What follows belongs to an exercise in optimizing a design on an open flow for small area, a short achievable clock period and few clock cycles per item; a production flow would make more cautious choices.
In this exercise RTL edits were held to simulation tests only and were not proved equivalent to the original.

**flow/design.v**
```verilog
`timescale 1ns / 1ps
`default_nettype none
package dsoyc_pkg;
    localparam int unsigned WYear    = 14;
    localparam int unsigned WMonth   = 4;
    localparam int unsigned WDay     = 5;
    localparam int unsigned WHour    = 5;
    localparam int unsigned WMinute  = 6;
    localparam int unsigned WSecond  = 6;
    localparam int unsigned WSeconds = 25;
    localparam int unsigned WDayNum  = 9;
    localparam int unsigned WTod     = 17;
    localparam logic [WYear-1:0]    YearMax  = 14'd9999;
    localparam logic [WSeconds-1:0] SecsMax  = 25'd31708799;
    localparam logic [WDayNum-1:0]  LastDayCommon = 9'd365;
    localparam logic [WDayNum-1:0]  LastDayLeap   = 9'd366;
    localparam logic [14:0] Div25Mul  = 15'd20972;
    localparam int unsigned Div25Sh   = 19;
    localparam logic [18:0] Div675Mul = 19'd397683;
    localparam int unsigned Div675Sh  = 28;
    localparam logic [12:0] Div225Mul = 13'd4661;
    localparam int unsigned Div225Sh  = 20;
    localparam logic [14:0] Div15Mul  = 15'd17477;
    localparam int unsigned Div15Sh   = 18;
    localparam logic [WMonth-1:0] MonthJan = 4'd1;
    localparam logic [WMonth-1:0] MonthMar = 4'd3;
    localparam logic [WMonth-1:0] MonthDec = 4'd12;
    function automatic logic [WDayNum-1:0] month_offset(input logic [WMonth-1:0] m,
                                                        input logic leap);
        logic [WDayNum-1:0] o;
        case (m)
            4'd1:    o = 9'd0;
            4'd2:    o = 9'd31;
            4'd3:    o = 9'd59;
            4'd4:    o = 9'd90;
            4'd5:    o = 9'd120;
            4'd6:    o = 9'd151;
            4'd7:    o = 9'd181;
            4'd8:    o = 9'd212;
            4'd9:    o = 9'd243;
            4'd10:   o = 9'd273;
            4'd11:   o = 9'd304;
            4'd12:   o = 9'd334;
            default: o = 9'd0;
        endcase
        if (leap && (m >= MonthMar) && (m <= MonthDec)) begin
            o = o + 9'd1;
        end
        month_offset = o;
    endfunction
endpackage
`default_nettype wire
`timescale 1ns / 1ps
`default_nettype none
module date_seconds_of_year_converter_unit (
    input  logic                            i_clk,
    input  logic                            i_rst_n,
    input  logic                            i_in_valid,
    output logic                            o_in_ready,
    input  logic                            i_in_mode,
    input  logic [dsoyc_pkg::WYear-1:0]     i_in_year,
    input  logic [dsoyc_pkg::WMonth-1:0]    i_in_month,
    input  logic [dsoyc_pkg::WDay-1:0]      i_in_day,
    input  logic [dsoyc_pkg::WHour-1:0]     i_in_hour,
    input  logic [dsoyc_pkg::WMinute-1:0]   i_in_minute,
    input  logic [dsoyc_pkg::WSecond-1:0]   i_in_second,
    input  logic [dsoyc_pkg::WSeconds-1:0]  i_in_seconds,
    output logic                            o_out_valid,
    input  logic                            i_out_ready,
    output logic [dsoyc_pkg::WSeconds-1:0]  o_out_seconds,
    output logic [dsoyc_pkg::WMonth-1:0]    o_out_month,
    output logic [dsoyc_pkg::WDay-1:0]      o_out_day,
    output logic [dsoyc_pkg::WHour-1:0]     o_out_hour,
    output logic [dsoyc_pkg::WMinute-1:0]   o_out_minute,
    output logic [dsoyc_pkg::WSecond-1:0]   o_out_second,
    output logic                            o_out_range_error
);
    function automatic logic [8:0] offc(input logic [3:0] m);
        case (m)
            4'd2:    offc = 9'd31;
            4'd3:    offc = 9'd59;
            4'd4:    offc = 9'd90;
            4'd5:    offc = 9'd120;
            4'd6:    offc = 9'd151;
            4'd7:    offc = 9'd181;
            4'd8:    offc = 9'd212;
            4'd9:    offc = 9'd243;
            4'd10:   offc = 9'd273;
            4'd11:   offc = 9'd304;
            4'd12:   offc = 9'd334;
            default: offc = 9'd0;
        endcase
    endfunction
    logic r_v1, r_v2, r_v3, r_v4;
    logic r_s_valid, r_out_valid;
    logic adv, en;
    assign adv        = !r_s_valid;
    assign en         = !r_out_valid || i_out_ready;
    assign o_in_ready = adv;
    logic        r1_mode;
    logic [13:0] r1_year;
    logic [25:0] r1_pay;
    logic        r2_mode, r2_err, r2_leap;
    logic [25:0] r2_pay;
    logic        r3_mode, r3_err;
    logic [25:0] r3_pay;
    logic        r4_mode, r4_err;
    logic [25:0] r4_pay;
    logic        r_s_mode, r_s_err;
    logic [25:0] r_s_pay;
    logic [24:0] r_o_seconds;
    logic [3:0]  r_o_month;
    logic [4:0]  r_o_day;
    logic [4:0]  r_o_hour;
    logic [5:0]  r_o_minute;
    logic [5:0]  r_o_second;
    logic        r_o_err;
    logic [25:0] n1_pay;
    assign n1_pay = i_in_mode ? {1'b0, i_in_seconds}
                              : {i_in_month, i_in_day, i_in_hour, i_in_minute, i_in_second};
    logic [11:0] n2_qi;
    logic        n2_leap, n2_yerr, n2_err0, n2_err1, n2_err, n2_lm;
    logic [3:0]  n2_month;
    logic [4:0]  n2_day;
    logic [4:0]  n2_hour;
    logic [5:0]  n2_minute, n2_second;
    logic [8:0]  n2_dd;
    logic [16:0] n2_tod;
    logic [24:0] n2_secs;
    logic [8:0]  n2_dq;
    logic [25:0] n2_pay;
    dsoyc_inv25 u_inv25 (.q(r1_year[13:2]), .p(n2_qi));
    dsoyc_tod   u_tod   (.h(n2_hour), .m(n2_minute), .s(n2_second), .t(n2_tod));
    dsoyc_div675 u_div675 (.x(n2_secs[24:7]), .q(n2_dq));
    always_comb begin
        n2_leap = (r1_year[1:0] == 2'b00) && ((n2_qi > 12'd163) || (r1_year[3:2] == 2'b00));
        n2_yerr = (r1_year > 14'd9999);
        {n2_month, n2_day, n2_hour, n2_minute, n2_second} = r1_pay;
        n2_err0 = n2_yerr || (n2_month == 4'd0) || (n2_month > 4'd12) || (n2_day == 5'd0) ||
                  (n2_hour > 5'd23) || (n2_minute > 6'd59) || (n2_second > 6'd59);
        n2_dd   = 9'(n2_day) + offc(n2_month);
        n2_lm   = n2_leap && (n2_month >= 4'd3);
        n2_secs = r1_pay[24:0];
        n2_err1 = n2_yerr || (n2_secs > 25'd31708799) || (!n2_leap && (n2_secs >= 25'd31622400));
        n2_err  = r1_mode ? n2_err1 : n2_err0;
        n2_pay  = r1_mode ? {n2_dq, n2_secs[16:7], n2_secs[6:0]} : {n2_dd, n2_tod};
    end
    logic [8:0]  n3_dd;
    logic [16:0] n3_tod;
    logic [17:0] n3_hi;
    logic [8:0]  n3_dq;
    logic [9:0]  n3_xl;
    logic [6:0]  n3_low;
    logic [9:0]  n3_r;
    logic [8:0]  n3_dl;
    logic [12:1] n3_c;
    logic [3:0]  n3_mon;
    logic [4:0]  n3_moff;
    logic [4:0]  n3_dom;
    logic [25:0] n3_pay;
    assign {n3_dd, n3_tod}         = r2_pay;
    assign {n3_dq, n3_xl, n3_low}  = r2_pay;
    dsoyc_secs   u_secs   (.dd(n3_dd), .lm(r2_leap), .th(n3_tod[16:7]), .y(n3_hi));
    dsoyc_rem675 u_rem675 (.d(n3_dq), .xl(n3_xl), .r(n3_r));
    always_comb begin
        n3_dl    = n3_dq - 9'(r2_leap);
        n3_c[1]  = (n3_dq != 9'd0);
        n3_c[2]  = (n3_dq > 9'd31);
        n3_c[3]  = n3_c[2] && (n3_dl > 9'd59);
        n3_c[4]  = n3_c[2] && (n3_dl > 9'd90);
        n3_c[5]  = n3_c[2] && (n3_dl > 9'd120);
        n3_c[6]  = n3_c[2] && (n3_dl > 9'd151);
        n3_c[7]  = n3_c[2] && (n3_dl > 9'd181);
        n3_c[8]  = n3_c[2] && (n3_dl > 9'd212);
        n3_c[9]  = n3_c[2] && (n3_dl > 9'd243);
        n3_c[10] = n3_c[2] && (n3_dl > 9'd273);
        n3_c[11] = n3_c[2] && (n3_dl > 9'd304);
        n3_c[12] = n3_c[2] && (n3_dl > 9'd334);
        n3_mon = 4'd0;
        for (int i = 1; i <= 12; i++) begin
            if (n3_c[i]) n3_mon = 4'(i);
        end
        n3_moff = 5'(offc(n3_mon));
        n3_dom  = (n3_c[3] ? n3_dl[4:0] : n3_dq[4:0]) - n3_moff;
        n3_pay = r2_mode ? {n3_mon, n3_dom, n3_r, n3_low[6:4], n3_low[3:0]}
                         : {1'b0, n3_hi, n3_tod[6:0]};
    end
    logic [3:0]  n4_mon;
    logic [4:0]  n4_dom;
    logic [12:0] n4_u;
    logic [3:0]  n4_low;
    logic [4:0]  n4_h;
    logic [10:0] n4_tm;
    logic [25:0] n4_pay;
    assign {n4_mon, n4_dom, n4_u, n4_low} = r3_pay;
    dsoyc_div225 u_div225 (.u(n4_u), .q(n4_h));
    dsoyc_div15  u_div15  (.v({n4_u, n4_low[3:2]}), .q(n4_tm));
    assign n4_pay = r3_mode ? {n4_mon, n4_dom, n4_h, n4_tm[5:0], n4_u[1:0], n4_low[3:0]} : r3_pay;
    logic        c_mode, c_err;
    logic [25:0] c_pay;
    logic [3:0]  c_mon;
    logic [4:0]  c_dom, c_h;
    logic [5:0]  c_tm;
    logic [3:0]  c_v;
    logic [1:0]  c_low;
    logic [5:0]  c_mi;
    logic [3:0]  c_rm;
    assign c_mode = r_s_valid ? r_s_mode : r4_mode;
    assign c_err  = r_s_valid ? r_s_err  : r4_err;
    assign c_pay  = r_s_valid ? r_s_pay  : r4_pay;
    assign {c_mon, c_dom, c_h, c_tm, c_v, c_low} = c_pay;
    assign c_mi = c_tm + {c_h[3:0], 2'b00};
    assign c_rm = c_v + c_tm[3:0];
    always_ff @(posedge i_clk) begin
        if (!i_rst_n) begin
            r_v1        <= 1'b0;
            r_v2        <= 1'b0;
            r_v3        <= 1'b0;
            r_v4        <= 1'b0;
            r_s_valid   <= 1'b0;
            r_out_valid <= 1'b0;
        end else begin
            if (adv) begin
                r_v1 <= i_in_valid;
                r_v2 <= r_v1;
                r_v3 <= r_v2;
                r_v4 <= r_v3;
            end
            r_s_valid <= !en && (r_s_valid || r_v4);
            if (en) begin
                r_out_valid <= r_s_valid || r_v4;
            end
        end
    end
    always_ff @(posedge i_clk) begin
        if (adv) begin
            r1_mode <= i_in_mode;
            r1_year <= i_in_year;
            r1_pay  <= n1_pay;
            r2_mode <= r1_mode;
            r2_err  <= n2_err;
            r2_leap <= r1_mode ? n2_leap : n2_lm;
            r2_pay  <= n2_pay;
            r3_mode <= r2_mode;
            r3_err  <= r2_err;
            r3_pay  <= n3_pay;
            r4_mode <= r3_mode;
            r4_err  <= r3_err;
            r4_pay  <= n4_pay;
        end
        if (!r_s_valid) begin
            r_s_mode <= r4_mode;
            r_s_err  <= r4_err;
            r_s_pay  <= r4_pay;
        end
        if (en) begin
            r_o_err     <= c_err;
            r_o_seconds <= (!c_err && !c_mode) ? c_pay[24:0] : 25'd0;
            {r_o_month, r_o_day, r_o_hour, r_o_minute, r_o_second} <=
                (!c_err && c_mode) ? {c_mon, c_dom, c_h, c_mi, c_rm, c_low} : 26'd0;
        end
    end
    assign o_out_valid       = r_out_valid;
    assign o_out_seconds     = r_o_seconds;
    assign o_out_month       = r_o_month;
    assign o_out_day         = r_o_day;
    assign o_out_hour        = r_o_hour;
    assign o_out_minute      = r_o_minute;
    assign o_out_second      = r_o_second;
    assign o_out_range_error = r_o_err;
endmodule
module dsoyc_div675 (input wire [17:0] x, output wire [20:12] q);
    wire t1;
    wire t2;
    wire t3;
    wire t4;
    wire t5;
    wire t6;
    wire t7;
    wire t8;
    wire t9;
    wire t10;
    wire t11;
    wire t12;
    wire t13;
    wire t14;
    wire t15;
    wire t16;
    wire t17;
    wire t18;
    wire t19;
    wire t20;
    wire t21;
    wire t22;
    wire t23;
    wire t24;
    wire t25;
    wire t26;
    wire t27;
    wire t28;
    wire t29;
    wire t30;
    wire t31;
    wire t32;
    wire t33;
    wire t34;
    wire t35;
    wire t36;
    wire t37;
    wire t38;
    wire t39;
    wire t40;
    wire t41;
    wire t42;
    wire t43;
    wire t44;
    wire t45;
    wire t46;
    wire t47;
    wire t48;
    wire t49;
    wire t50;
    wire t51;
    wire t52;
    wire t53;
    wire t54;
    wire t55;
    wire t56;
    wire t57;
    wire t58;
    wire t59;
    wire t60;
    wire t61;
    wire t62;
    wire t63;
    wire t64;
    wire t65;
    wire t66;
    wire t67;
    wire t68;
    wire t69;
    wire t70;
    wire t71;
    wire t72;
    wire t73;
    wire t74;
    wire t75;
    wire t76;
    wire t77;
    wire t78;
    wire t79;
    wire t80;
    wire t81;
    wire t82;
    wire t83;
    wire t84;
    wire t85;
    wire t86;
    wire t87;
    wire t88;
    wire t89;
    wire t90;
    wire t91;
    wire t92;
    wire t93;
    wire t94;
    wire t95;
    wire t96;
    wire t97;
    wire t98;
    wire t99;
    wire t100;
    wire t101;
    wire t102;
    wire t103;
    wire t104;
    wire t105;
    wire t106;
    wire t107;
    wire t108;
    wire t109;
    wire t110;
    wire t111;
    wire t112;
    wire t113;
    wire t114;
    wire t115;
    wire t116;
    wire t117;
    wire t118;
    wire t119;
    wire t120;
    wire [21:0] ra, rb, rs;
    assign t1 = x[16] ^ x[13] ^ x[12];
    assign t2 = (x[16] & x[13]) | (x[16] & x[12]) | (x[13] & x[12]);
    assign t3 = x[17] ^ x[14] ^ x[13];
    assign t4 = (x[17] & x[14]) | (x[17] & x[13]) | (x[14] & x[13]);
    assign t5 = x[12] ^ x[10] ^ x[6];
    assign t6 = (x[12] & x[10]) | (x[12] & x[6]) | (x[10] & x[6]);
    assign t7 = x[15] ^ x[14] ^ x[13];
    assign t8 = (x[15] & x[14]) | (x[15] & x[13]) | (x[14] & x[13]);
    assign t9 = x[11] ^ x[7];
    assign t10 = x[11] & x[7];
    assign t11 = x[16] ^ x[15] ^ x[14];
    assign t12 = (x[16] & x[15]) | (x[16] & x[14]) | (x[15] & x[14]);
    assign t13 = x[12] ^ x[8];
    assign t14 = x[12] & x[8];
    assign t15 = x[17] ^ x[16] ^ x[15];
    assign t16 = (x[17] & x[16]) | (x[17] & x[15]) | (x[16] & x[15]);
    assign t17 = x[13] ^ x[9];
    assign t18 = x[13] & x[9];
    assign t19 = x[17] ^ x[16] ^ x[14];
    assign t20 = (x[17] & x[16]) | (x[17] & x[14]) | (x[16] & x[14]);
    assign t21 = x[15] ^ x[12] ^ x[11];
    assign t22 = (x[15] & x[12]) | (x[15] & x[11]) | (x[12] & x[11]);
    assign t23 = t1 ^ x[11] ^ x[9];
    assign t24 = (t1 & x[11]) | (t1 & x[9]) | (x[11] & x[9]);
    assign t25 = x[5] ^ x[0];
    assign t26 = x[5] & x[0];
    assign t27 = t2 ^ t3 ^ t5;
    assign t28 = (t2 & t3) | (t2 & t5) | (t3 & t5);
    assign t29 = x[1] ^ x[0] ^ 1'b1;
    assign t30 = (x[1] & x[0]) | (x[1] & 1'b1) | (x[0] & 1'b1);
    assign t31 = t4 ^ t6 ^ t7;
    assign t32 = (t4 & t6) | (t4 & t7) | (t6 & t7);
    assign t33 = t9 ^ x[2] ^ x[1];
    assign t34 = (t9 & x[2]) | (t9 & x[1]) | (x[2] & x[1]);
    assign t35 = t8 ^ t10 ^ t11;
    assign t36 = (t8 & t10) | (t8 & t11) | (t10 & t11);
    assign t37 = t13 ^ x[3] ^ x[2];
    assign t38 = (t13 & x[3]) | (t13 & x[2]) | (x[3] & x[2]);
    assign t39 = t12 ^ t14 ^ t15;
    assign t40 = (t12 & t14) | (t12 & t15) | (t14 & t15);
    assign t41 = t17 ^ x[4] ^ x[3];
    assign t42 = (t17 & x[4]) | (t17 & x[3]) | (x[4] & x[3]);
    assign t43 = t16 ^ t18 ^ t19;
    assign t44 = (t16 & t18) | (t16 & t19) | (t18 & t19);
    assign t45 = x[10] ^ x[5] ^ x[4];
    assign t46 = (x[10] & x[5]) | (x[10] & x[4]) | (x[5] & x[4]);
    assign t47 = t20 ^ x[17] ^ x[15];
    assign t48 = (t20 & x[17]) | (t20 & x[15]) | (x[17] & x[15]);
    assign t49 = x[11] ^ x[6] ^ x[5];
    assign t50 = (x[11] & x[6]) | (x[11] & x[5]) | (x[6] & x[5]);
    assign t51 = x[16] ^ x[12] ^ x[7];
    assign t52 = (x[16] & x[12]) | (x[16] & x[7]) | (x[12] & x[7]);
    assign t53 = x[17] ^ x[13];
    assign t54 = x[17] & x[13];
    assign t55 = t21 ^ x[10];
    assign t56 = t21 & x[10];
    assign t57 = t22 ^ t23 ^ t25;
    assign t58 = (t22 & t23) | (t22 & t25) | (t23 & t25);
    assign t59 = t24 ^ t26 ^ t27;
    assign t60 = (t24 & t26) | (t24 & t27) | (t26 & t27);
    assign t61 = t28 ^ t30 ^ t31;
    assign t62 = (t28 & t30) | (t28 & t31) | (t30 & t31);
    assign t63 = t32 ^ t34 ^ t35;
    assign t64 = (t32 & t34) | (t32 & t35) | (t34 & t35);
    assign t65 = t36 ^ t38 ^ t39;
    assign t66 = (t36 & t38) | (t36 & t39) | (t38 & t39);
    assign t67 = t40 ^ t42 ^ t43;
    assign t68 = (t40 & t42) | (t40 & t43) | (t42 & t43);
    assign t69 = t44 ^ t46 ^ t47;
    assign t70 = (t44 & t46) | (t44 & t47) | (t46 & t47);
    assign t71 = t48 ^ t50 ^ t51;
    assign t72 = (t48 & t50) | (t48 & t51) | (t50 & t51);
    assign t73 = t52 ^ t53 ^ x[8];
    assign t74 = (t52 & t53) | (t52 & x[8]) | (t53 & x[8]);
    assign t75 = t54 ^ x[14] ^ x[9];
    assign t76 = (t54 & x[14]) | (t54 & x[9]) | (x[14] & x[9]);
    assign t77 = x[15] ^ x[10];
    assign t78 = x[15] & x[10];
    assign t79 = x[16] ^ x[11];
    assign t80 = x[16] & x[11];
    assign t81 = x[17] ^ x[12];
    assign t82 = x[17] & x[12];
    assign t83 = t55 ^ x[8];
    assign t84 = t55 & x[8];
    assign t85 = t56 ^ t57 ^ 1'b1;
    assign t86 = (t56 & t57) | (t56 & 1'b1) | (t57 & 1'b1);
    assign t87 = t58 ^ t59 ^ t29;
    assign t88 = (t58 & t59) | (t58 & t29) | (t59 & t29);
    assign t89 = t60 ^ t61 ^ t33;
    assign t90 = (t60 & t61) | (t60 & t33) | (t61 & t33);
    assign t91 = t62 ^ t63 ^ t37;
    assign t92 = (t62 & t63) | (t62 & t37) | (t63 & t37);
    assign t93 = t64 ^ t65 ^ t41;
    assign t94 = (t64 & t65) | (t64 & t41) | (t65 & t41);
    assign t95 = t66 ^ t67 ^ t45;
    assign t96 = (t66 & t67) | (t66 & t45) | (t67 & t45);
    assign t97 = t68 ^ t69 ^ t49;
    assign t98 = (t68 & t69) | (t68 & t49) | (t69 & t49);
    assign t99 = t70 ^ t71 ^ x[6];
    assign t100 = (t70 & t71) | (t70 & x[6]) | (t71 & x[6]);
    assign t101 = t72 ^ t73 ^ x[7];
    assign t102 = (t72 & t73) | (t72 & x[7]) | (t73 & x[7]);
    assign t103 = t74 ^ t75 ^ x[8];
    assign t104 = (t74 & t75) | (t74 & x[8]) | (t75 & x[8]);
    assign t105 = t76 ^ t77 ^ x[9];
    assign t106 = (t76 & t77) | (t76 & x[9]) | (t77 & x[9]);
    assign t107 = t78 ^ t79 ^ x[10];
    assign t108 = (t78 & t79) | (t78 & x[10]) | (t79 & x[10]);
    assign t109 = t80 ^ t81 ^ x[11];
    assign t110 = (t80 & t81) | (t80 & x[11]) | (t81 & x[11]);
    assign t111 = t82 ^ x[13] ^ x[12];
    assign t112 = (t82 & x[13]) | (t82 & x[12]) | (x[13] & x[12]);
    assign t113 = x[14] ^ x[13];
    assign t114 = x[14] & x[13];
    assign t115 = x[15] ^ x[14];
    assign t116 = x[15] & x[14];
    assign t117 = x[16] ^ x[15];
    assign t118 = x[16] & x[15];
    assign t119 = x[17] ^ x[16];
    assign t120 = x[17] & x[16];
    assign ra = {1'b0, 1'b0, t120, t118, t116, t114, t112, t110, t108, t106, t104, t102, t100, t98, t96, t94, t92, t90, t88, t86, t84, t83};
    assign rb = {1'b0, 1'b0, x[17], t119, t117, t115, t113, t111, t109, t107, t105, t103, t101, t99, t97, t95, t93, t91, t89, t87, t85, x[4]};
    assign rs = ra + rb;
    assign q = rs[20:12];
endmodule
module dsoyc_rem675 (input wire [8:0] d, input wire [9:0] xl, output wire [9:0] r);
    wire t1;
    wire t2;
    wire t3;
    wire t4;
    wire t5;
    wire t6;
    wire t7;
    wire t8;
    wire t9;
    wire t10;
    wire t11;
    wire t12;
    wire t13;
    wire t14;
    wire t15;
    wire t16;
    wire t17;
    wire t18;
    wire t19;
    wire t20;
    wire t21;
    wire t22;
    wire t23;
    wire t24;
    wire t25;
    wire t26;
    wire t27;
    wire t28;
    wire t29;
    wire t30;
    wire t31;
    wire t32;
    wire t33;
    wire t34;
    wire t35;
    wire t36;
    wire t37;
    wire t38;
    wire t39;
    wire t40;
    wire t41;
    wire t42;
    wire t43;
    wire t44;
    wire t45;
    wire t46;
    wire t47;
    wire t48;
    wire t49;
    wire t50;
    wire t51;
    wire t52;
    wire t53;
    wire t54;
    wire [9:0] ra, rb, rs;
    assign t1 = xl[8] ^ d[0];
    assign t2 = xl[8] & d[0];
    assign t3 = xl[9] ^ d[1];
    assign t4 = xl[9] & d[1];
    assign t5 = xl[4] ^ d[0];
    assign t6 = xl[4] & d[0];
    assign t7 = xl[5] ^ d[1] ^ d[2];
    assign t8 = (xl[5] & d[1]) | (xl[5] & d[2]) | (d[1] & d[2]);
    assign t9 = xl[6] ^ d[0] ^ d[2];
    assign t10 = (xl[6] & d[0]) | (xl[6] & d[2]) | (d[0] & d[2]);
    assign t11 = d[3] ^ d[4];
    assign t12 = d[3] & d[4];
    assign t13 = xl[7] ^ d[1] ^ d[3];
    assign t14 = (xl[7] & d[1]) | (xl[7] & d[3]) | (d[1] & d[3]);
    assign t15 = d[4] ^ d[5] ^ d[7];
    assign t16 = (d[4] & d[5]) | (d[4] & d[7]) | (d[5] & d[7]);
    assign t17 = t1 ^ d[2] ^ d[4];
    assign t18 = (t1 & d[2]) | (t1 & d[4]) | (d[2] & d[4]);
    assign t19 = d[5] ^ d[6] ^ d[8];
    assign t20 = (d[5] & d[6]) | (d[5] & d[8]) | (d[6] & d[8]);
    assign t21 = t2 ^ t3 ^ d[3];
    assign t22 = (t2 & t3) | (t2 & d[3]) | (t3 & d[3]);
    assign t23 = d[5] ^ d[6] ^ d[7];
    assign t24 = (d[5] & d[6]) | (d[5] & d[7]) | (d[6] & d[7]);
    assign t25 = xl[3] ^ d[0];
    assign t26 = xl[3] & d[0];
    assign t27 = t5 ^ d[1] ^ d[2];
    assign t28 = (t5 & d[1]) | (t5 & d[2]) | (d[1] & d[2]);
    assign t29 = t6 ^ t7 ^ d[3];
    assign t30 = (t6 & t7) | (t6 & d[3]) | (t7 & d[3]);
    assign t31 = t8 ^ t9 ^ t11;
    assign t32 = (t8 & t9) | (t8 & t11) | (t9 & t11);
    assign t33 = t10 ^ t12 ^ t13;
    assign t34 = (t10 & t12) | (t10 & t13) | (t12 & t13);
    assign t35 = t14 ^ t16 ^ t17;
    assign t36 = (t14 & t16) | (t14 & t17) | (t16 & t17);
    assign t37 = t18 ^ t20 ^ t21;
    assign t38 = (t18 & t20) | (t18 & t21) | (t20 & t21);
    assign t39 = xl[2] ^ d[0];
    assign t40 = xl[2] & d[0];
    assign t41 = t25 ^ d[1] ^ d[3];
    assign t42 = (t25 & d[1]) | (t25 & d[3]) | (d[1] & d[3]);
    assign t43 = t26 ^ t27 ^ d[4];
    assign t44 = (t26 & t27) | (t26 & d[4]) | (t27 & d[4]);
    assign t45 = t28 ^ t29 ^ d[5];
    assign t46 = (t28 & t29) | (t28 & d[5]) | (t29 & d[5]);
    assign t47 = t30 ^ t31 ^ d[6];
    assign t48 = (t30 & t31) | (t30 & d[6]) | (t31 & d[6]);
    assign t49 = t32 ^ t33 ^ t15;
    assign t50 = (t32 & t33) | (t32 & t15) | (t33 & t15);
    assign t51 = t34 ^ t35 ^ t19;
    assign t52 = (t34 & t35) | (t34 & t19) | (t35 & t19);
    assign t53 = t36 ^ t37 ^ t23;
    assign t54 = (t36 & t37) | (t36 & t23) | (t37 & t23);
    assign ra = {t52, t50, t48, t46, t44, t42, t40, t39, xl[1], xl[0]};
    assign rb = {t53, t51, t49, t47, t45, t43, t41, d[2], d[1], d[0]};
    assign rs = ra + rb;
    assign r = rs[9:0];
endmodule
module dsoyc_div225 (input wire [12:0] u, output wire [13:9] q);
    wire t1;
    wire t2;
    wire t3;
    wire t4;
    wire t5;
    wire t6;
    wire t7;
    wire t8;
    wire t9;
    wire t10;
    wire t11;
    wire t12;
    wire t13;
    wire t14;
    wire t15;
    wire t16;
    wire t17;
    wire t18;
    wire t19;
    wire t20;
    wire t21;
    wire t22;
    wire t23;
    wire t24;
    wire t25;
    wire t26;
    wire t27;
    wire t28;
    wire t29;
    wire t30;
    wire t31;
    wire t32;
    wire t33;
    wire t34;
    wire t35;
    wire t36;
    wire t37;
    wire t38;
    wire t39;
    wire t40;
    wire t41;
    wire t42;
    wire t43;
    wire t44;
    wire t45;
    wire t46;
    wire t47;
    wire t48;
    wire t49;
    wire t50;
    wire t51;
    wire t52;
    wire t53;
    wire t54;
    wire [14:0] ra, rb, rs;
    assign t1 = u[9] ^ u[7];
    assign t2 = u[9] & u[7];
    assign t3 = u[10] ^ u[8] ^ u[7];
    assign t4 = (u[10] & u[8]) | (u[10] & u[7]) | (u[8] & u[7]);
    assign t5 = u[3] ^ u[0];
    assign t6 = u[3] & u[0];
    assign t7 = u[11] ^ u[9] ^ u[8];
    assign t8 = (u[11] & u[9]) | (u[11] & u[8]) | (u[9] & u[8]);
    assign t9 = u[4] ^ u[1];
    assign t10 = u[4] & u[1];
    assign t11 = u[12] ^ u[10] ^ u[9];
    assign t12 = (u[12] & u[10]) | (u[12] & u[9]) | (u[10] & u[9]);
    assign t13 = u[5] ^ u[2];
    assign t14 = u[5] & u[2];
    assign t15 = u[11] ^ u[10] ^ u[6];
    assign t16 = (u[11] & u[10]) | (u[11] & u[6]) | (u[10] & u[6]);
    assign t17 = u[12] ^ u[11];
    assign t18 = u[12] & u[11];
    assign t19 = t1 ^ u[6];
    assign t20 = t1 & u[6];
    assign t21 = t2 ^ t3 ^ t5;
    assign t22 = (t2 & t3) | (t2 & t5) | (t3 & t5);
    assign t23 = t4 ^ t6 ^ t7;
    assign t24 = (t4 & t6) | (t4 & t7) | (t6 & t7);
    assign t25 = t8 ^ t10 ^ t11;
    assign t26 = (t8 & t10) | (t8 & t11) | (t10 & t11);
    assign t27 = t12 ^ t14 ^ t15;
    assign t28 = (t12 & t14) | (t12 & t15) | (t14 & t15);
    assign t29 = t16 ^ t17 ^ u[7];
    assign t30 = (t16 & t17) | (t16 & u[7]) | (t17 & u[7]);
    assign t31 = t18 ^ u[12] ^ u[8];
    assign t32 = (t18 & u[12]) | (t18 & u[8]) | (u[12] & u[8]);
    assign t33 = t19 ^ u[2];
    assign t34 = t19 & u[2];
    assign t35 = t20 ^ t21 ^ 1'b1;
    assign t36 = (t20 & t21) | (t20 & 1'b1) | (t21 & 1'b1);
    assign t37 = t22 ^ t23 ^ t9;
    assign t38 = (t22 & t23) | (t22 & t9) | (t23 & t9);
    assign t39 = t24 ^ t25 ^ t13;
    assign t40 = (t24 & t25) | (t24 & t13) | (t25 & t13);
    assign t41 = t26 ^ t27 ^ u[3];
    assign t42 = (t26 & t27) | (t26 & u[3]) | (t27 & u[3]);
    assign t43 = t28 ^ t29 ^ u[4];
    assign t44 = (t28 & t29) | (t28 & u[4]) | (t29 & u[4]);
    assign t45 = t30 ^ t31 ^ u[5];
    assign t46 = (t30 & t31) | (t30 & u[5]) | (t31 & u[5]);
    assign t47 = t32 ^ u[9] ^ u[6];
    assign t48 = (t32 & u[9]) | (t32 & u[6]) | (u[9] & u[6]);
    assign t49 = u[10] ^ u[7];
    assign t50 = u[10] & u[7];
    assign t51 = u[11] ^ u[8];
    assign t52 = u[11] & u[8];
    assign t53 = u[12] ^ u[9];
    assign t54 = u[12] & u[9];
    assign ra = {1'b0, u[12], u[11], t54, t52, t50, t48, t46, t44, t42, t40, t38, t36, t34, t33};
    assign rb = {1'b0, 1'b0, 1'b0, u[10], t53, t51, t49, t47, t45, t43, t41, t39, t37, t35, 1'b1};
    assign rs = ra + rb;
    assign q = rs[13:9];
endmodule
module dsoyc_div15 (input wire [14:0] v, output wire [16:6] q);
    wire t1;
    wire t2;
    wire t3;
    wire t4;
    wire t5;
    wire t6;
    wire t7;
    wire t8;
    wire t9;
    wire t10;
    wire t11;
    wire t12;
    wire t13;
    wire t14;
    wire t15;
    wire t16;
    wire t17;
    wire t18;
    wire t19;
    wire t20;
    wire t21;
    wire t22;
    wire t23;
    wire t24;
    wire t25;
    wire t26;
    wire t27;
    wire t28;
    wire t29;
    wire t30;
    wire t31;
    wire t32;
    wire t33;
    wire t34;
    wire t35;
    wire t36;
    wire t37;
    wire t38;
    wire t39;
    wire t40;
    wire t41;
    wire t42;
    wire t43;
    wire t44;
    wire t45;
    wire t46;
    wire [17:0] ra, rb, rs;
    assign t1 = v[12] ^ v[8];
    assign t2 = v[12] & v[8];
    assign t3 = v[13] ^ v[9];
    assign t4 = v[13] & v[9];
    assign t5 = v[14] ^ v[10];
    assign t6 = v[14] & v[10];
    assign t7 = t1 ^ v[4];
    assign t8 = t1 & v[4];
    assign t9 = t2 ^ t3 ^ v[5];
    assign t10 = (t2 & t3) | (t2 & v[5]) | (t3 & v[5]);
    assign t11 = t4 ^ t5 ^ v[6];
    assign t12 = (t4 & t5) | (t4 & v[6]) | (t5 & v[6]);
    assign t13 = t6 ^ v[11] ^ v[7];
    assign t14 = (t6 & v[11]) | (t6 & v[7]) | (v[11] & v[7]);
    assign t15 = v[12] ^ v[8];
    assign t16 = v[12] & v[8];
    assign t17 = v[13] ^ v[9];
    assign t18 = v[13] & v[9];
    assign t19 = v[14] ^ v[10];
    assign t20 = v[14] & v[10];
    assign t21 = v[10] ^ v[6];
    assign t22 = v[10] & v[6];
    assign t23 = v[11] ^ v[7] ^ v[3];
    assign t24 = (v[11] & v[7]) | (v[11] & v[3]) | (v[7] & v[3]);
    assign t25 = t7 ^ v[0] ^ 1'b1;
    assign t26 = (t7 & v[0]) | (t7 & 1'b1) | (v[0] & 1'b1);
    assign t27 = t8 ^ t9 ^ v[1];
    assign t28 = (t8 & t9) | (t8 & v[1]) | (t9 & v[1]);
    assign t29 = t10 ^ t11 ^ v[2];
    assign t30 = (t10 & t11) | (t10 & v[2]) | (t11 & v[2]);
    assign t31 = t12 ^ t13 ^ v[3];
    assign t32 = (t12 & t13) | (t12 & v[3]) | (t13 & v[3]);
    assign t33 = t14 ^ t15 ^ v[4];
    assign t34 = (t14 & t15) | (t14 & v[4]) | (t15 & v[4]);
    assign t35 = t16 ^ t17 ^ v[5];
    assign t36 = (t16 & t17) | (t16 & v[5]) | (t17 & v[5]);
    assign t37 = t18 ^ t19 ^ v[6];
    assign t38 = (t18 & t19) | (t18 & v[6]) | (t19 & v[6]);
    assign t39 = t20 ^ v[11] ^ v[7];
    assign t40 = (t20 & v[11]) | (t20 & v[7]) | (v[11] & v[7]);
    assign t41 = v[12] ^ v[8];
    assign t42 = v[12] & v[8];
    assign t43 = v[13] ^ v[9];
    assign t44 = v[13] & v[9];
    assign t45 = v[14] ^ v[10];
    assign t46 = v[14] & v[10];
    assign ra = {1'b0, v[14], v[13], v[12], t46, t44, t42, t40, t38, t36, t34, t32, t30, t28, t26, t24, t22, t21};
    assign rb = {1'b0, 1'b0, 1'b0, 1'b0, v[11], t45, t43, t41, t39, t37, t35, t33, t31, t29, t27, t25, t23, v[2]};
    assign rs = ra + rb;
    assign q = rs[16:6];
endmodule
module dsoyc_tod (input wire [4:0] h, input wire [5:0] m, input wire [5:0] s, output wire [16:0] t);
    wire t1;
    wire t2;
    wire t3;
    wire t4;
    wire t5;
    wire t6;
    wire t7;
    wire t8;
    wire t9;
    wire t10;
    wire t11;
    wire t12;
    wire t13;
    wire t14;
    wire t15;
    wire t16;
    wire t17;
    wire t18;
    wire t19;
    wire t20;
    wire t21;
    wire t22;
    wire t23;
    wire t24;
    wire t25;
    wire t26;
    wire t27;
    wire t28;
    wire t29;
    wire t30;
    wire t31;
    wire t32;
    wire t33;
    wire t34;
    wire t35;
    wire t36;
    wire t37;
    wire t38;
    wire t39;
    wire t40;
    wire t41;
    wire t42;
    wire t43;
    wire t44;
    wire t45;
    wire t46;
    wire t47;
    wire t48;
    wire t49;
    wire t50;
    wire t51;
    wire t52;
    wire t53;
    wire t54;
    wire t55;
    wire t56;
    wire t57;
    wire t58;
    wire t59;
    wire t60;
    wire [16:0] ra, rb, rs;
    assign t1 = h[0] ^ m[2];
    assign t2 = h[0] & m[2];
    assign t3 = h[1] ^ m[3] ^ m[2];
    assign t4 = (h[1] & m[3]) | (h[1] & m[2]) | (m[3] & m[2]);
    assign t5 = m[1] ^ m[0];
    assign t6 = m[1] & m[0];
    assign t7 = h[2] ^ m[4] ^ m[3];
    assign t8 = (h[2] & m[4]) | (h[2] & m[3]) | (m[4] & m[3]);
    assign t9 = m[2] ^ m[1];
    assign t10 = m[2] & m[1];
    assign t11 = h[3] ^ m[5] ^ m[4];
    assign t12 = (h[3] & m[5]) | (h[3] & m[4]) | (m[5] & m[4]);
    assign t13 = m[3] ^ m[2];
    assign t14 = m[3] & m[2];
    assign t15 = h[4] ^ m[5] ^ m[4];
    assign t16 = (h[4] & m[5]) | (h[4] & m[4]) | (m[5] & m[4]);
    assign t17 = t1 ^ m[1];
    assign t18 = t1 & m[1];
    assign t19 = t2 ^ t3 ^ t5;
    assign t20 = (t2 & t3) | (t2 & t5) | (t3 & t5);
    assign t21 = t4 ^ t6 ^ t7;
    assign t22 = (t4 & t6) | (t4 & t7) | (t6 & t7);
    assign t23 = t8 ^ t10 ^ t11;
    assign t24 = (t8 & t10) | (t8 & t11) | (t10 & t11);
    assign t25 = t12 ^ t14 ^ t15;
    assign t26 = (t12 & t14) | (t12 & t15) | (t14 & t15);
    assign t27 = t16 ^ h[0] ^ m[5];
    assign t28 = (t16 & h[0]) | (t16 & m[5]) | (h[0] & m[5]);
    assign t29 = h[1] ^ h[0];
    assign t30 = h[1] & h[0];
    assign t31 = h[2] ^ h[1];
    assign t32 = h[2] & h[1];
    assign t33 = h[3] ^ h[2];
    assign t34 = h[3] & h[2];
    assign t35 = h[4] ^ h[3];
    assign t36 = h[4] & h[3];
    assign t37 = m[1] ^ m[0];
    assign t38 = m[1] & m[0];
    assign t39 = t17 ^ m[0] ^ s[4];
    assign t40 = (t17 & m[0]) | (t17 & s[4]) | (m[0] & s[4]);
    assign t41 = t18 ^ t19 ^ s[5];
    assign t42 = (t18 & t19) | (t18 & s[5]) | (t19 & s[5]);
    assign t43 = t20 ^ t21 ^ t9;
    assign t44 = (t20 & t21) | (t20 & t9) | (t21 & t9);
    assign t45 = t22 ^ t23 ^ t13;
    assign t46 = (t22 & t23) | (t22 & t13) | (t23 & t13);
    assign t47 = t24 ^ t25 ^ m[3];
    assign t48 = (t24 & t25) | (t24 & m[3]) | (t25 & m[3]);
    assign t49 = t26 ^ t27 ^ m[4];
    assign t50 = (t26 & t27) | (t26 & m[4]) | (t27 & m[4]);
    assign t51 = t28 ^ t29 ^ m[5];
    assign t52 = (t28 & t29) | (t28 & m[5]) | (t29 & m[5]);
    assign t53 = t30 ^ t31 ^ h[0];
    assign t54 = (t30 & t31) | (t30 & h[0]) | (t31 & h[0]);
    assign t55 = t32 ^ t33 ^ h[1];
    assign t56 = (t32 & t33) | (t32 & h[1]) | (t33 & h[1]);
    assign t57 = t34 ^ t35 ^ h[2];
    assign t58 = (t34 & t35) | (t34 & h[2]) | (t35 & h[2]);
    assign t59 = t36 ^ h[4] ^ h[3];
    assign t60 = (t36 & h[4]) | (t36 & h[3]) | (h[4] & h[3]);
    assign ra = {1'b0, t60, t58, t56, t54, t52, t50, t48, t46, t44, t42, t40, t38, t37, m[0], s[1], s[0]};
    assign rb = {1'b0, h[4], t59, t57, t55, t53, t51, t49, t47, t45, t43, t41, t39, s[3], s[2], 1'b0, 1'b0};
    assign rs = ra + rb;
    assign t = rs[16:0];
endmodule
module dsoyc_secs (input wire [8:0] dd, input wire [0:0] lm, input wire [9:0] th, output wire [17:0] y);
    wire t1;
    wire t2;
    wire t3;
    wire t4;
    wire t5;
    wire t6;
    wire t7;
    wire t8;
    wire t9;
    wire t10;
    wire t11;
    wire t12;
    wire t13;
    wire t14;
    wire t15;
    wire t16;
    wire t17;
    wire t18;
    wire t19;
    wire t20;
    wire t21;
    wire t22;
    wire t23;
    wire t24;
    wire t25;
    wire t26;
    wire t27;
    wire t28;
    wire t29;
    wire t30;
    wire t31;
    wire t32;
    wire t33;
    wire t34;
    wire t35;
    wire t36;
    wire t37;
    wire t38;
    wire t39;
    wire t40;
    wire t41;
    wire t42;
    wire t43;
    wire t44;
    wire t45;
    wire t46;
    wire t47;
    wire t48;
    wire t49;
    wire t50;
    wire t51;
    wire t52;
    wire t53;
    wire t54;
    wire t55;
    wire t56;
    wire t57;
    wire t58;
    wire t59;
    wire t60;
    wire t61;
    wire t62;
    wire t63;
    wire t64;
    wire t65;
    wire t66;
    wire t67;
    wire t68;
    wire t69;
    wire t70;
    wire t71;
    wire t72;
    wire t73;
    wire t74;
    wire t75;
    wire t76;
    wire [17:0] ra, rb, rs;
    assign t1 = dd[5] ^ dd[4];
    assign t2 = dd[5] & dd[4];
    assign t3 = dd[6] ^ dd[5];
    assign t4 = dd[6] & dd[5];
    assign t5 = dd[7] ^ dd[6] ^ dd[2];
    assign t6 = (dd[7] & dd[6]) | (dd[7] & dd[2]) | (dd[6] & dd[2]);
    assign t7 = dd[0] ^ lm[0];
    assign t8 = dd[0] & lm[0];
    assign t9 = dd[8] ^ dd[7] ^ dd[3];
    assign t10 = (dd[8] & dd[7]) | (dd[8] & dd[3]) | (dd[7] & dd[3]);
    assign t11 = dd[1] ^ th[8];
    assign t12 = dd[1] & th[8];
    assign t13 = dd[8] ^ dd[4] ^ dd[2];
    assign t14 = (dd[8] & dd[4]) | (dd[8] & dd[2]) | (dd[4] & dd[2]);
    assign t15 = dd[0] ^ lm[0] ^ th[9];
    assign t16 = (dd[0] & lm[0]) | (dd[0] & th[9]) | (lm[0] & th[9]);
    assign t17 = dd[5] ^ dd[3];
    assign t18 = dd[5] & dd[3];
    assign t19 = dd[1] ^ dd[0];
    assign t20 = dd[1] & dd[0];
    assign t21 = dd[2] ^ dd[1];
    assign t22 = dd[2] & dd[1];
    assign t23 = dd[3] ^ dd[2];
    assign t24 = dd[3] & dd[2];
    assign t25 = dd[4] ^ dd[3];
    assign t26 = dd[4] & dd[3];
    assign t27 = t1 ^ dd[0] ^ lm[0];
    assign t28 = (t1 & dd[0]) | (t1 & lm[0]) | (dd[0] & lm[0]);
    assign t29 = t2 ^ t3 ^ dd[1];
    assign t30 = (t2 & t3) | (t2 & dd[1]) | (t3 & dd[1]);
    assign t31 = t4 ^ t5 ^ t7;
    assign t32 = (t4 & t5) | (t4 & t7) | (t5 & t7);
    assign t33 = t6 ^ t8 ^ t9;
    assign t34 = (t6 & t8) | (t6 & t9) | (t8 & t9);
    assign t35 = t10 ^ t12 ^ t13;
    assign t36 = (t10 & t12) | (t10 & t13) | (t12 & t13);
    assign t37 = t14 ^ t16 ^ t17;
    assign t38 = (t14 & t16) | (t14 & t17) | (t16 & t17);
    assign t39 = t18 ^ dd[6] ^ dd[4];
    assign t40 = (t18 & dd[6]) | (t18 & dd[4]) | (dd[6] & dd[4]);
    assign t41 = dd[7] ^ dd[5];
    assign t42 = dd[7] & dd[5];
    assign t43 = dd[8] ^ dd[6];
    assign t44 = dd[8] & dd[6];
    assign t45 = dd[0] ^ lm[0];
    assign t46 = dd[0] & lm[0];
    assign t47 = t19 ^ lm[0] ^ th[1];
    assign t48 = (t19 & lm[0]) | (t19 & th[1]) | (lm[0] & th[1]);
    assign t49 = t20 ^ t21 ^ th[2];
    assign t50 = (t20 & t21) | (t20 & th[2]) | (t21 & th[2]);
    assign t51 = t22 ^ t23 ^ th[3];
    assign t52 = (t22 & t23) | (t22 & th[3]) | (t23 & th[3]);
    assign t53 = t24 ^ t25 ^ th[4];
    assign t54 = (t24 & t25) | (t24 & th[4]) | (t25 & th[4]);
    assign t55 = t26 ^ t27 ^ th[5];
    assign t56 = (t26 & t27) | (t26 & th[5]) | (t27 & th[5]);
    assign t57 = t28 ^ t29 ^ th[6];
    assign t58 = (t28 & t29) | (t28 & th[6]) | (t29 & th[6]);
    assign t59 = t30 ^ t31 ^ th[7];
    assign t60 = (t30 & t31) | (t30 & th[7]) | (t31 & th[7]);
    assign t61 = t32 ^ t33 ^ t11;
    assign t62 = (t32 & t33) | (t32 & t11) | (t33 & t11);
    assign t63 = t34 ^ t35 ^ t15;
    assign t64 = (t34 & t35) | (t34 & t15) | (t35 & t15);
    assign t65 = t36 ^ t37 ^ dd[1];
    assign t66 = (t36 & t37) | (t36 & dd[1]) | (t37 & dd[1]);
    assign t67 = t38 ^ t39 ^ dd[2];
    assign t68 = (t38 & t39) | (t38 & dd[2]) | (t39 & dd[2]);
    assign t69 = t40 ^ t41 ^ dd[3];
    assign t70 = (t40 & t41) | (t40 & dd[3]) | (t41 & dd[3]);
    assign t71 = t42 ^ t43 ^ dd[4];
    assign t72 = (t42 & t43) | (t42 & dd[4]) | (t43 & dd[4]);
    assign t73 = t44 ^ dd[7] ^ dd[5];
    assign t74 = (t44 & dd[7]) | (t44 & dd[5]) | (dd[7] & dd[5]);
    assign t75 = dd[8] ^ dd[6];
    assign t76 = dd[8] & dd[6];
    assign ra = {dd[8], t76, t74, t72, t70, t68, t66, t64, t62, t60, t58, t56, t54, t52, t50, t48, t46, t45};
    assign rb = {1'b0, dd[7], t75, t73, t71, t69, t67, t65, t63, t61, t59, t57, t55, t53, t51, t49, t47, th[0]};
    assign rs = ra + rb;
    assign y = rs[17:0];
endmodule
module dsoyc_inv25 (input wire [11:0] q, output wire [11:0] p);
    wire t1;
    wire t2;
    wire t3;
    wire t4;
    wire t5;
    wire t6;
    wire t7;
    wire t8;
    wire t9;
    wire t10;
    wire t11;
    wire t12;
    wire t13;
    wire t14;
    wire t15;
    wire t16;
    wire t17;
    wire t18;
    wire t19;
    wire t20;
    wire [11:0] ra, rb, rs;
    assign t1 = q[11] ^ q[8];
    assign t2 = q[11] & q[8];
    assign t3 = q[10] ^ q[7];
    assign t4 = q[10] & q[7];
    assign t5 = t1 ^ q[6] ^ q[1];
    assign t6 = (t1 & q[6]) | (t1 & q[1]) | (q[6] & q[1]);
    assign t7 = q[5] ^ q[2];
    assign t8 = q[5] & q[2];
    assign t9 = q[6] ^ q[3] ^ q[1];
    assign t10 = (q[6] & q[3]) | (q[6] & q[1]) | (q[3] & q[1]);
    assign t11 = q[7] ^ q[4] ^ q[2];
    assign t12 = (q[7] & q[4]) | (q[7] & q[2]) | (q[4] & q[2]);
    assign t13 = q[8] ^ q[5] ^ q[3];
    assign t14 = (q[8] & q[5]) | (q[8] & q[3]) | (q[5] & q[3]);
    assign t15 = q[9] ^ q[6] ^ q[4];
    assign t16 = (q[9] & q[6]) | (q[9] & q[4]) | (q[6] & q[4]);
    assign t17 = t3 ^ q[5] ^ q[0];
    assign t18 = (t3 & q[5]) | (t3 & q[0]) | (q[5] & q[0]);
    assign t19 = t4 ^ t5 ^ q[0];
    assign t20 = (t4 & t5) | (t4 & q[0]) | (t5 & q[0]);
    assign ra = {t18, t16, t14, t12, t10, t8, t7, q[4], q[3], q[2], q[1], q[0]};
    assign rb = {t19, t17, t15, t13, t11, t9, q[0], q[1], q[0], 1'b0, 1'b0, 1'b0};
    assign rs = ra + rb;
    assign p = rs[11:0];
endmodule
`default_nettype wire
```
**flow/run.sh**
```bash
#!/bin/bash
# synth_recipe.tcl (not shown) runs the flow's synth.tcl, then flattens the netlist and writes it again
# the make line also repeats each setting of config.mk as NAME=value (left out here)
make -C /OpenROAD-flow-scripts/flow DESIGN_CONFIG=/design/flow/config.mk WORK_HOME=/design/flow/orfs CLKGATE_MAP_FILE= SYNTH_SCRIPT=/design/flow/synth_recipe.tcl finish
```
**flow/config.mk**
```make
export PLATFORM = sky130hd
export DESIGN_NAME = date_seconds_of_year_converter_unit
export DESIGN_NICKNAME = date_seconds_of_year_converter_unit
export VERILOG_FILES = /design/flow/design.v
export SDC_FILE = /design/flow/constraint.sdc
export NUM_CORES = 4
export LEC_CHECK = 0
export CAP_MARGIN = 20
export CORE_MARGIN = 2
export CORE_UTILIZATION = 40
export SLEW_MARGIN = 20
```
**flow/constraint.sdc**
```tcl
create_clock -name core_clock -period 9.0 [get_ports {i_clk}]
set_input_delay 1.8000 -clock core_clock [delete_from_list [all_inputs] [get_ports {i_clk}]]
set_output_delay 1.8000 -clock core_clock [all_outputs]
set_load 0.01 [all_outputs]
```
==> results of run 1 <==
-- layer usage --
layer | track usage | wire length (µm) | vias up
li1 | - | - | 5549
met1 | 0.204 | 15900 | 5469
met2 | 0.298 | 17500 | 185
met3 | 0.0237 | 1210 | 49
met4 | 0.0362 | 699 | 0
met5 | 0 | 0 | -
-- final timing paths --
kind                                 start         end  slack (ns)  cells past startpoint
worst min register to register  r3_pay[24]  r4_pay[24]        0.41                      0
worst max register to register  r2_pay[19]  r3_pay[21]        3.38                     21
worst max-delay path            r2_pay[19]  r3_pay[21]        3.38                     21
worst min-delay path            r3_pay[24]  r4_pay[24]        0.41                      0
-- through the flow --
stage / instances / setup WS (ns) / util
floorplan: 1522 / 3.58 / -
global route: 2215 / 2.92 / 0.465
detailed placement: 2171 / 3.39 / 0.446
finish: 2215 / 3.38 / 0.465
global placement: 2171 / 3.55 / 0.446
CTS: 2215 / 3.34 / 0.465
-- kinds of logic after synthesis --
group,synth area share
adders and majority gates,0.310
and+or+nand+nor,0.0802
AOI/OAI and AO/OA,0.103
buffers and inverters,0.0551
DFF,0.350
xor gates and xnor gates,0.0534
muxes,0.0489
-- registers in the layout (all words and copies together), names as in the netlist, 4 cells and up --
register / cells
r2_pay: 26
r_o_month: 4
r_o_hour: 5
r_o_minute: 6
r_o_seconds: 25
r1_pay: 26
r4_pay: 26
r3_pay: 26
r_s_pay: 26
r1_year: 14
r_o_second: 6
r_o_day: 5
-- synth_stat cells (all sizes together) (22+ instances only) --
library cell  instances
a21oi                62
xor2                 29
a21o                 27
ha                  211
mux2                 39
dfxtp                34
fa                  135
edfxtp              178
o21ai                50
xnor2                67
mux2i                38
nand2                62
inv                 226
nor2                 93
nand3                22
-- cell usage in the layout (no fill, tap or decap), types with 15 or more instances in the layout --
cell type / netlist / layout
a21o_1: 27 / 27
a21oi_1: 61 / 61
clkbuf_16: 0 / 25
clkdlybuf4s50_1: 0 / 122
dfxtp_1: 34 / 33
edfxtp_1: 178 / 178
fa_1: 135 / 135
ha_1: 211 / 211
inv_1: 225 / 224
mux2_2: 39 / 39
mux2i_1: 38 / 38
nand2_1: 62 / 62
nand3_1: 21 / 21
nor2_1: 93 / 93
nor2b_1: 16 / 16
o21a_1: 15 / 15
o21ai_0: 47 / 47
xnor2_1: 64 / 64
xor2_1: 29 / 29
-- worst max-delay path, delay by kind of cell, from the launching register on --
family	cells	cell delay, ns
fa+ha+maj	4	1.00
xor+xnor	4	0.92
buf+inv	3	0.51
compound gates	7	1.41
flops	1	0.76
simple gates	3	0.72
-- cell type report --
cell class | count | area [µm²]
clock buffer | 33 | 676
clock inverter | 11 | 121
fill | 4021 | 22900
inverter | 226 | 853
multi-input combinational | 1058 | 10300
sequential | 212 | 6030
tap | 546 | 683
timing repair buffer | 129 | 1270
==> impl_metrics.json, run 1 <==
{
  "clock_latency_ns": 0.55,
  "synth_area_leaders": "edfxtp_1, fa_1, ha_1",
  "start_util": 0.403,
  "syn_area_per_cell_um2": 11.3,
  "synthCells": 1522,
  "arrival_ns": 5.87,
  "place.port_buffers": 123,
  "cp.required_ns": 9.26,
  "hold_viol": 0,
  "max_cap_viol_count": 0,
  "drv_slew": 0,
  "drive_above_1_share": 0.0659,
  "area_delta_synth_final_pct": 15.4,
  "cts_tree": "done",
  "ys_seq_area_frac": 0.350,
  "skew_ns": 0.0243,
  "drt_wl_total_um": 35400,
  "fmax_mhz": 178,
  "setup_viol": 0,
  "crit_chain": "inv_1 > ha_1 > nand2b_1 > a31oi_2 > xnor2_2 > o21ai_0 > nor4b_1 > o32ai_1 > nor4b_4 > inv_1 > ha_1 > o31ai_1 > ha_1 > fa_1 > inv_1 > a21o_1 > a21oi_1 > xnor2_1 > xnor2_1 > xnor2_1 > o21ai_1",
  "post-cts-setup-buffers": 0,
  "boundaryPins": 124,
  "final_net_count": 2068,
  "synthArstFlopShare": 0,
  "synth_edf_count": 178,
  "dieHeight_um": 212,
  "hp-class": "reg -> reg",
  "slowest_stage": "edfxtp_1",
  "cts_buffers": 25,
  "ys_warn_count": 1,
  "synth_top_cell_area_share": 0.310,
  "drt_iter0_markers": 523,
  "timing.final.crit_share": 0.624,
  "grt_setup_unrepaired": "no",
  "clockRootBuffer": "clkbuf_16",
  "clk_pin_slew_worst_paths_ns": 0.06,
  "synth_seq_cells": 212,
  "grt_pass1_wl_um": 58900,
  "start_kind": "register",
  "critical-path-max-stage-delay_ns": 0.76,
  "grt_pass1_vias": 11800,
  "status": "no timing/DRC/antenna violations",
  "grt_max_degree": 56,
  "slew_headroom": 0.418,
  "gr-usage-all-layers": 0.163,
  "ant_nets": 0,
  "ys_types": 82,
  "synth_fp_nets": 1938,
  "ys.flop_type": "edfxtp_1",
  "yosysTopAreaCell": "edfxtp_1",
  "placementRows": 76,
  "coreArea_um2": 42800,
  "hold_buffers": 0,
  "drt-vias-per-instance": 5.08,
  "final_area_um2": 19900,
  "gp_congestion": 0.886,
  "ctsHtreeMaxLevel": 1,
  "worst_pin_slew_ns": 0.871,
  "vias": 11300,
  "end_kind": "register",
  "die_area_um2": 44700,
  "antenna_found_initial": 0,
  "drc": 0,
  "grt.overflow.total": 0,
  "die_w_um": 212,
  "critPathKind": "reg -> reg",
  "diodes": 0,
  "clock-sinks": 212,
  "drt-pass1-iter-count": 5,
  "ctsResizeCount": 0,
  "dpl_cell_area_um2": 19100,
  "hold_ws_ns": 0.412,
  "period_needed_ns": 5.62,
  "syn_area_um2": 17200,
  "hpwl_um": 28100,
  "drt-wirelength-per-cell_um": 16.0,
  "clk_path_buf_depth": 3,
  "cp_max_fo": 11,
  "timing.setup.tns_ns": 0
}
Testbench counts, summed over its fixed seeds: cycles 24,040, items 24,000.
==> run 2: changes to the inputs <==
--- a/flow/config.mk
+++ b/flow/config.mk
@@ -8,4 +8,5 @@
 export CAP_MARGIN = 20
 export CORE_MARGIN = 2
 export CORE_UTILIZATION = 40
+export SETUP_SLACK_MARGIN = 5
 export SLEW_MARGIN = 20
==> impl_metrics.json, run 2 <==
{
  "cp.required_ns": 9.27,
  "slew_headroom": 0.424,
  "dieHeight_um": 212,
  "grt_max_degree": 127,
  "ys_warn_count": 1,
  "grt_pass1_wl_um": 63300,
  "drt_iter0_markers": 413,
  "cts_tree": "done",
  "place.port_buffers": 123,
  "critPathKind": "reg -> reg",
  "coreArea_um2": 42800,
  "diodes": 0,
  "mostFrequentLayoutCells": "inv_1, ha_1, edfxtp_1",
  "antenna_found_initial": 0,
  "grt_setup_unrepaired": "yes",
  "vias": 11900,
  "timing.final.crit_share": 0.509,
  "worst_pin_slew_ns": 0.862,
  "hold_viol": 0,
  "synthCells": 1522,
  "hpwl_um": 27700,
  "status": "no timing/DRC/antenna violations",
  "drive_above_1_share": 0.201,
  "hold_buffers": 0,
  "start_kind": "register",
  "clock_latency_ns": 0.55,
  "synth_common_cells": "inv_1, ha_1, edfxtp_1",
  "drt_wl_total_um": 39000,
  "ys_types": 82,
  "clock-sinks": 212,
  "grt.overflow.total": 0,
  "synth_edf_count": 178,
  "yosysMostFrequentCell": "inv_1",
  "gr-usage-all-layers": 0.177,
  "die_w_um": 212,
  "clockRootBuffer": "clkbuf_16",
  "drc": 0,
  "cts_buffers": 26,
  "multi_input_area_um2": 11100,
  "clk_path_buf_depth": 3,
  "drv_slew": 0,
  "max_cap_viol_count": 0,
  "placementRows": 76,
  "dpl_cell_area_um2": 19400,
  "clk_pin_slew_worst_paths_ns": 0.06,
  "yosysTopAreaCell": "edfxtp_1",
  "syn_area_um2": 17200,
  "synth_seq_cells": 212,
  "end_kind": "register",
  "synthArstFlopShare": 0,
  "drt-wirelength-per-cell_um": 16.6,
  "final_area_um2": 21900,
  "reg2reg_depth": 23,
  "nFillCells": 3825,
  "area_delta_synth_final_pct": 27.2,
  "drt-pass1-iter-count": 6,
  "synth_area_leaders": "edfxtp_1, fa_1, ha_1",
  "die_area_um2": 44700,
  "drt-vias-per-instance": 5.07,
  "synth_top_cell_area_share": 0.310,
  "gp_congestion": 0.878,
  "timing.setup.tns_ns": 0,
  "hp-class": "reg -> reg",
  "ctsHtreeMaxLevel": 1,
  "syn_area_per_cell_um2": 11.3,
  "setup_viol": 0,
  "grt_pass1_vias": 12400,
  "boundaryPins": 124,
  "cp_max_fo": 6,
  "synth_fp_nets": 1938,
  "period_needed_ns": 4.58,
  "ys.flop_type": "edfxtp_1",
  "fmax_mhz": 218,
  "start_util": 0.403,
  "ant_nets": 0,
  "layout_commonest_cell": "inv_1",
  "hold_depth": 0,
  "arrival_ns": 4.85,
  "skew_ns": 0.0184,
  "ys_seq_area_frac": 0.350,
  "final_net_count": 2202,
  "area.sequential_um2": 6030
}
==> run 2: cells by family after synthesis <==
logic type / count (synthesis) / synth area share
adders and majority gates: 346 / 0.310
muxes: 78 / 0.0489
buffers and inverters: 252 / 0.0551
xor gates and xnor gates: 98 / 0.0534
and+or+nand+nor: 278 / 0.0802
DFF: 212 / 0.350
AOI/OAI and AO/OA: 258 / 0.103
==> run 2: path summary, 6_finish.rpt <==
check             start          to  slack, ns
min          r3_pay[18]  r4_pay[18]       0.42
max reg2reg  r2_pay[20]  r3_pay[21]       4.42
min reg2reg  r3_pay[18]  r4_pay[18]       0.42
max          r2_pay[20]  r3_pay[21]       4.42
==> run 2: per-layer routing <==
layer	global-route usage	share of wire
met5	0	0
met4	0.0568	0.028
met3	0.0236	0.035
met1	0.220	0.43
met2	0.318	0.50
==> run 2: final cells by class <==
| cell class | instances | share of cell area |
|---|---|---|
| Clock buffer | 31 | 0.0315 |
| Multi-Input combinational cell | 1059 | 0.506 |
| Sequential cell | 212 | 0.275 |
| Clock inverter | 17 | 0.00691 |
| Timing Repair Buffer | 261 | 0.109 |
| Inverter | 226 | 0.0398 |
| Tap cell | 546 | 0.0312 |
==> run 2: timing repair <==
action,in CTS,in global routing
gates resized for setup,88,48
pin swaps,65,62
setup buffers,106,27
endpoints found under the setup margin,28,26
endpoints found under the hold margin,0,0
cloned,1,0
==> run 2: worst max-delay path: stages (launching register included) <==
cell	delay, ns
edfxtp_1	0.45
inv_4	0.15
ha_4	0.15
and2b_2	0.24
a31oi_4	0.18
buf_12	0.15
o211ai_1	0.18
buf_4	0.21
nand2_4	0.06
nor4b_4	0.04
o32ai_2	0.31
nor4b_4	0.28
inv_2	0.10
ha_4	0.23
o31ai_4	0.25
ha_2	0.24
fa_2	0.21
inv_1	0.05
a21o_1	0.18
a21oi_2	0.13
xnor2_1	0.14
xnor2_1	0.17
xnor2_1	0.14
o21ai_1	0.07
==> run 2: metrics by stage <==
step	std cells	setup WS, ns	hold slack (ns)	util
floorplan	1522	4.46	0.400	-
global placement	2170	3.92	0.402	0.452
detailed placement	2170	3.83	0.407	0.452
CTS	2325	4.45	0.421	0.502
global route	2352	4.19	0.427	0.512
finish	2352	4.42	0.418	0.512

==> afterwards: timing with drivers on the ports <==
How much do the figures lean on ideal ports? The routed layouts below were timed once more, with nothing changed but the port constraints. Step 1, drivers: a clkbuf_16 drives i_clk and a buf_2 each remaining input, both assumed. Step 2, shift: input delay + t, output delay - t, t = (earliest + latest rising clock arrival at the registers) / 2. This alone moves slack from input paths to output paths. Three values: ideal, step 1, step 2; two values: the first two.
run	t (ns)	slack for setup (ns)	worst register clock-pin slew, ns	worst slew at a driven data input, ns
run 1	0.591	3.384 / 3.384 / 3.384	0.06 / 0.06	0.04
run 2	0.598	4.420 / 4.420 / 4.420	0.06 / 0.06	0.03
After both steps setup and hold are still met in every run listed.
